From an optimization exercise on the open Yosys and OpenROAD flow, aimed at small area; shortcuts taken in it are not production practice. Where RTL was checked, it was by simulation tests only, not by an equivalence proof against the original. Power is estimated from default activity; no workload was simulated.

## decodeStage
module decodeStage (
    input  logic                      CLK,
    input  logic                      RESET,
    input  logic                      instrValid,
    input  logic [31:0]               instr,
    input  logic [31:0]               pc,
    input  logic                      writeEnable,
    input  logic [4:0]                writeReg,
    input  logic [31:0]               writeData,
    output logic                      outValid,
    output logic [31:0]               instrOut,
    output logic [31:0]               pcOut,
    output logic [31:0]               operandA,
    output logic [31:0]               operandB,
    output logic [4:0]                writeRegOut,
    output logic                      regWriteOut,
    output logic                      memReadOut,
    output logic                      memWriteOut,
    output logic [31:0]               memWriteData,
    output mipsDecodePkg::aluOp_t     aluOpOut,
    output logic [4:0]                shiftAmount,
    output logic [31:0]               altPc,
    output logic                      requestAltPc,
    output logic                      sys
);
==> flow/config.mk <==
export PLATFORM = sky130hd
export DESIGN_NAME = decodeStage
export DESIGN_NICKNAME = decodeStage
export VERILOG_FILES = /design/flow/design.v
export SDC_FILE = /design/flow/constraint.sdc
export NUM_CORES = 4
export LEC_CHECK = 0
export CAP_MARGIN = 0
export CORE_MARGIN = 2
export CORE_UTILIZATION = 40
export CTS_BUF_LIST = sky130_fd_sc_hd__clkbuf_16 sky130_fd_sc_hd__clkbuf_8
export CTS_CLUSTER_DIAMETER = 80
export CTS_CLUSTER_SIZE = 32
export SLEW_MARGIN = 0
export SYNTH_HIERARCHICAL = 1
==> flow/constraint.sdc <==
create_clock -name core_clock -period 5.5 [get_ports {CLK}]
set_input_delay 1.1000 -clock core_clock [delete_from_list [all_inputs] [get_ports {CLK}]]
set_output_delay 1.1000 -clock core_clock [all_outputs]
set_load 0.01 [all_outputs]
standard.sh (not shown) runs the stock make flow with config.mk's settings and CLKGATE_MAP_FILE= SYNTH_SCRIPT=/design/flow/synth_recipe.tcl, a recipe that flattens the netlist after the stock synthesis.
==> flow/flow/run.sh <==
#!/bin/bash
# The standard layout, with two changes to how ORFS makes it:
#  - the port buffers are the smallest buffer cell instead of clkdlybuf4s50_1
#  - after global routing, gates with spare slack are sized down (RECOVER_POWER)
set -euo pipefail
export BUFFER_PORTS_ARGS="-buffer_cell sky130_fd_sc_hd__buf_1"
export RECOVER_POWER=100
bash standard.sh > standard_flow.log 2>&1
The baseline reached the layout checks and failed them: max-capacitance violations, max-slew violations.
Then changed:
==> flow/run.sh (new file) <==
#!/bin/bash
# synth_recipe.tcl (not shown) runs the flow's synth.tcl, then flattens the netlist and writes it again
# the make line also repeats each setting of config.mk as NAME=value (left out here)
make -C /OpenROAD-flow-scripts/flow DESIGN_CONFIG=/design/flow/config.mk WORK_HOME=/design/flow/orfs CLKGATE_MAP_FILE= SYNTH_SCRIPT=/design/flow/synth_recipe.tcl finish
removed: flow/flow/run.sh
removed: flow/standard.sh
The new run finished clean.
Cell count fell by 0.40%.
Clock skew increases by 0.015 ns.
Wire length grows by 3.8%.
Maximum frequency goes up by 1.1%.
Combinational power is higher by 16%.
Count of clock-buffer cells in the layout fell by 1.
Total power rose by 2.0%.
Synthesized area is unchanged.
Non-clock buffer count goes down by 18.
Sequential share of layout area is lower by 2.7 points.
No run of this note included a check of the RTL's function; only the layout flow was run.


Another version of the RTL of decodeStage (not shown whole).
Size in the first run: roughly 3000 cells after synthesis, roughly 1200 flip-flops.
==> flow/design.v (excerpt) <==
module decodeStage (
    input  logic                      CLK,
    input  logic                      RESET,
    input  logic                      instrValid,
    input  logic [31:0]               instr,
    input  logic [31:0]               pc,
    input  logic                      writeEnable,
    input  logic [4:0]                writeReg,
    input  logic [31:0]               writeData,
    output logic                      outValid,
    output logic [31:0]               instrOut,
    output logic [31:0]               pcOut,
    output logic [31:0]               operandA,
    output logic [31:0]               operandB,
    output logic [4:0]                writeRegOut,
    output logic                      regWriteOut,
    output logic                      memReadOut,
    output logic                      memWriteOut,
    output logic [31:0]               memWriteData,
    output mipsDecodePkg::aluOp_t     aluOpOut,
    output logic [4:0]                shiftAmount,
    output logic [31:0]               altPc,
    output logic                      requestAltPc,
    output logic                      sys
);
Settings: LEC_CHECK=0, CAP_MARGIN=10, CORE_MARGIN=2, CORE_UTILIZATION=60, CTS_BUF_LIST=sky130_fd_sc_hd__clkbuf_16 sky130_fd_sc_hd__clkbuf_8, CTS_CLUSTER_DIAMETER=80, CTS_CLUSTER_SIZE=30, PLACE_DENSITY=0.75, SLEW_MARGIN=10, SYNTH_HIERARCHICAL=1; clock period 5.5 ns.
==> flow/flow/run.sh <==
#!/bin/bash
# The standard layout, with one change to how ORFS makes it:
#  - the port buffers are the smallest buffer cell instead of clkdlybuf4s50_1
set -euo pipefail
export BUFFER_PORTS_ARGS="-buffer_cell sky130_fd_sc_hd__buf_1"
bash standard.sh > standard_flow.log 2>&1
Then changed:
==> flow/run.sh (new file) <==
#!/bin/bash
# synth_recipe.tcl (not shown) runs the flow's synth.tcl, then flattens the netlist and writes it again
# the make line also repeats each setting of config.mk as NAME=value (left out here)
make -C /OpenROAD-flow-scripts/flow DESIGN_CONFIG=/design/flow/config.mk WORK_HOME=/design/flow/orfs CLKGATE_MAP_FILE= SYNTH_SCRIPT=/design/flow/synth_recipe.tcl finish
Settings changed: CAP_MARGIN 10 to 0, CORE_UTILIZATION 60 to 40, CTS_CLUSTER_SIZE 30 to 32, PLACE_DENSITY 0.75 to default, SLEW_MARGIN 10 to 0.
removed: flow/flow/run.sh
removed: flow/standard.sh
The new run produced a clean layout.
First-iteration DRC count went down by 20%.
Worst setup slack improves by 0.090 ns.
Synthesized cell count is unchanged.
Then changed:
==> flow/flow/run.sh (new file) <==
#!/bin/bash
# The standard layout, with two changes to how ORFS makes it:
#  - the port buffers are the smallest buffer cell instead of clkdlybuf4s50_1
#  - clock tree synthesis adds no dummy loads to balance the tree; its other
#    arguments are the ones ORFS builds from config.mk's CTS_* settings
set -euo pipefail
export BUFFER_PORTS_ARGS="-buffer_cell sky130_fd_sc_hd__buf_1"
export CTS_ARGS="-sink_clustering_enable -repair_clock_nets -sink_clustering_size 30 -sink_clustering_max_diameter 80 -buf_list {sky130_fd_sc_hd__clkbuf_16 sky130_fd_sc_hd__clkbuf_8} -dont_use_dummy_load"
bash standard.sh > standard_flow.log 2>&1
==> flow/standard.sh (new file) <==
#!/bin/bash
# synth_recipe.tcl (not shown) runs the flow's synth.tcl, then flattens the netlist and writes it again
# the make line also repeats each setting of config.mk as NAME=value (left out here)
make -C /OpenROAD-flow-scripts/flow DESIGN_CONFIG=/design/flow/config.mk WORK_HOME=/design/flow/orfs CLKGATE_MAP_FILE= SYNTH_SCRIPT=/design/flow/synth_recipe.tcl "${@:-finish}"
Settings changed: CAP_MARGIN 0 to 10, CORE_UTILIZATION 40 to 60, CTS_CLUSTER_SIZE 32 to 30, PLACE_DENSITY from default to 0.75, SLEW_MARGIN 0 to 10.
removed: flow/run.sh
Result:
- global-route usage rises by 12 points
- core utilization came out higher by 19 points
- die area shrinks by 33%
- area after synthesis does not change
Then changed:
Settings changed: CORE_UTILIZATION 60 to 50, PLACE_DENSITY 0.75 to 0.65.
Clock power rose by about 3%.
Die area rose by about 20%.
Sequential share of layout area decreases by 0.37 points.
Global-route usage is lower by 6.4 points.
Sequential cell count is unchanged.
Setup slack improves by 0.14 ns.
Design area increases by 0.58%.
Utilization drops by 11 points.
Worst hold slack loses 0.053 ns.
Fmax increases by 3.0%.
Then changed:
==> flow/flow/run.sh (replaced) <==
#!/bin/bash
# The standard layout, with one change to how ORFS makes it:
#  - the port buffers are the smallest buffer cell instead of clkdlybuf4s50_1
set -euo pipefail
export BUFFER_PORTS_ARGS="-buffer_cell sky130_fd_sc_hd__buf_1"
bash standard.sh > standard_flow.log 2>&1
After rerunning: The changed run ran to the end with no violations. Global-route usage hardly moves. Sequential power hardly moves. Clock-buffer cell count climbs by 1. Setup slack improves by 0.026 ns. Power climbs by 3.2%. Non-clock buffer count does not change. Cell area climbs by 0.66%.

## afterwards: timing with drivers on the ports
Ports are ideal in the flow. The routed layouts listed here were re-timed in OpenROAD.
Step 1: set_driving_cell puts a clkbuf_16 on CLK and a buf_2 on each other input, an assumption about the parent block.
Step 2 moves the port delays by t, midway between the first and last clock arrival at a register: inputs arrive t later, outputs are due t later. That takes back most of the time a late clock gives input paths.
Three values: no drivers, after step 1, after step 2; two values: the first two.
run | t (ns) | setup WS [ns] | latest minus earliest clock arrival (ns) | worst register clock-pin slew, ns
the first run of note 1 | 0.773 | 0.312 / 0.352 / -0.421 | 0.047 / 0.048 | 0.13 / 0.13
the second run of note 1 | 0.781 | 0.366 / 0.417 / -0.364 | 0.050 / 0.050 | 0.12 / 0.12
the first run of note 2 | 0.734 | 0.274 / 0.266 / -0.468 | 0.037 / 0.038 | 0.12 / 0.12
the second run of note 2 | 0.777 | 0.364 / 0.415 / -0.362 | 0.057 / 0.056 | 0.12 / 0.12
the third run of note 2 | 0.719 | 0.591 / 0.575 / -0.143 | 0.063 / 0.063 | 0.12 / 0.12
the fourth run of note 2 | 0.733 | 0.734 / 0.709 / -0.024 | 0.055 / 0.056 | 0.12 / 0.12
the fifth run of note 2 | 0.739 | 0.760 / 0.720 / -0.019 | 0.029 / 0.030 | 0.12 / 0.12
The setup slack of the fifth run of note 2, which loses most, moves by -0.040 ns with the drivers and by -0.779 ns with both steps.
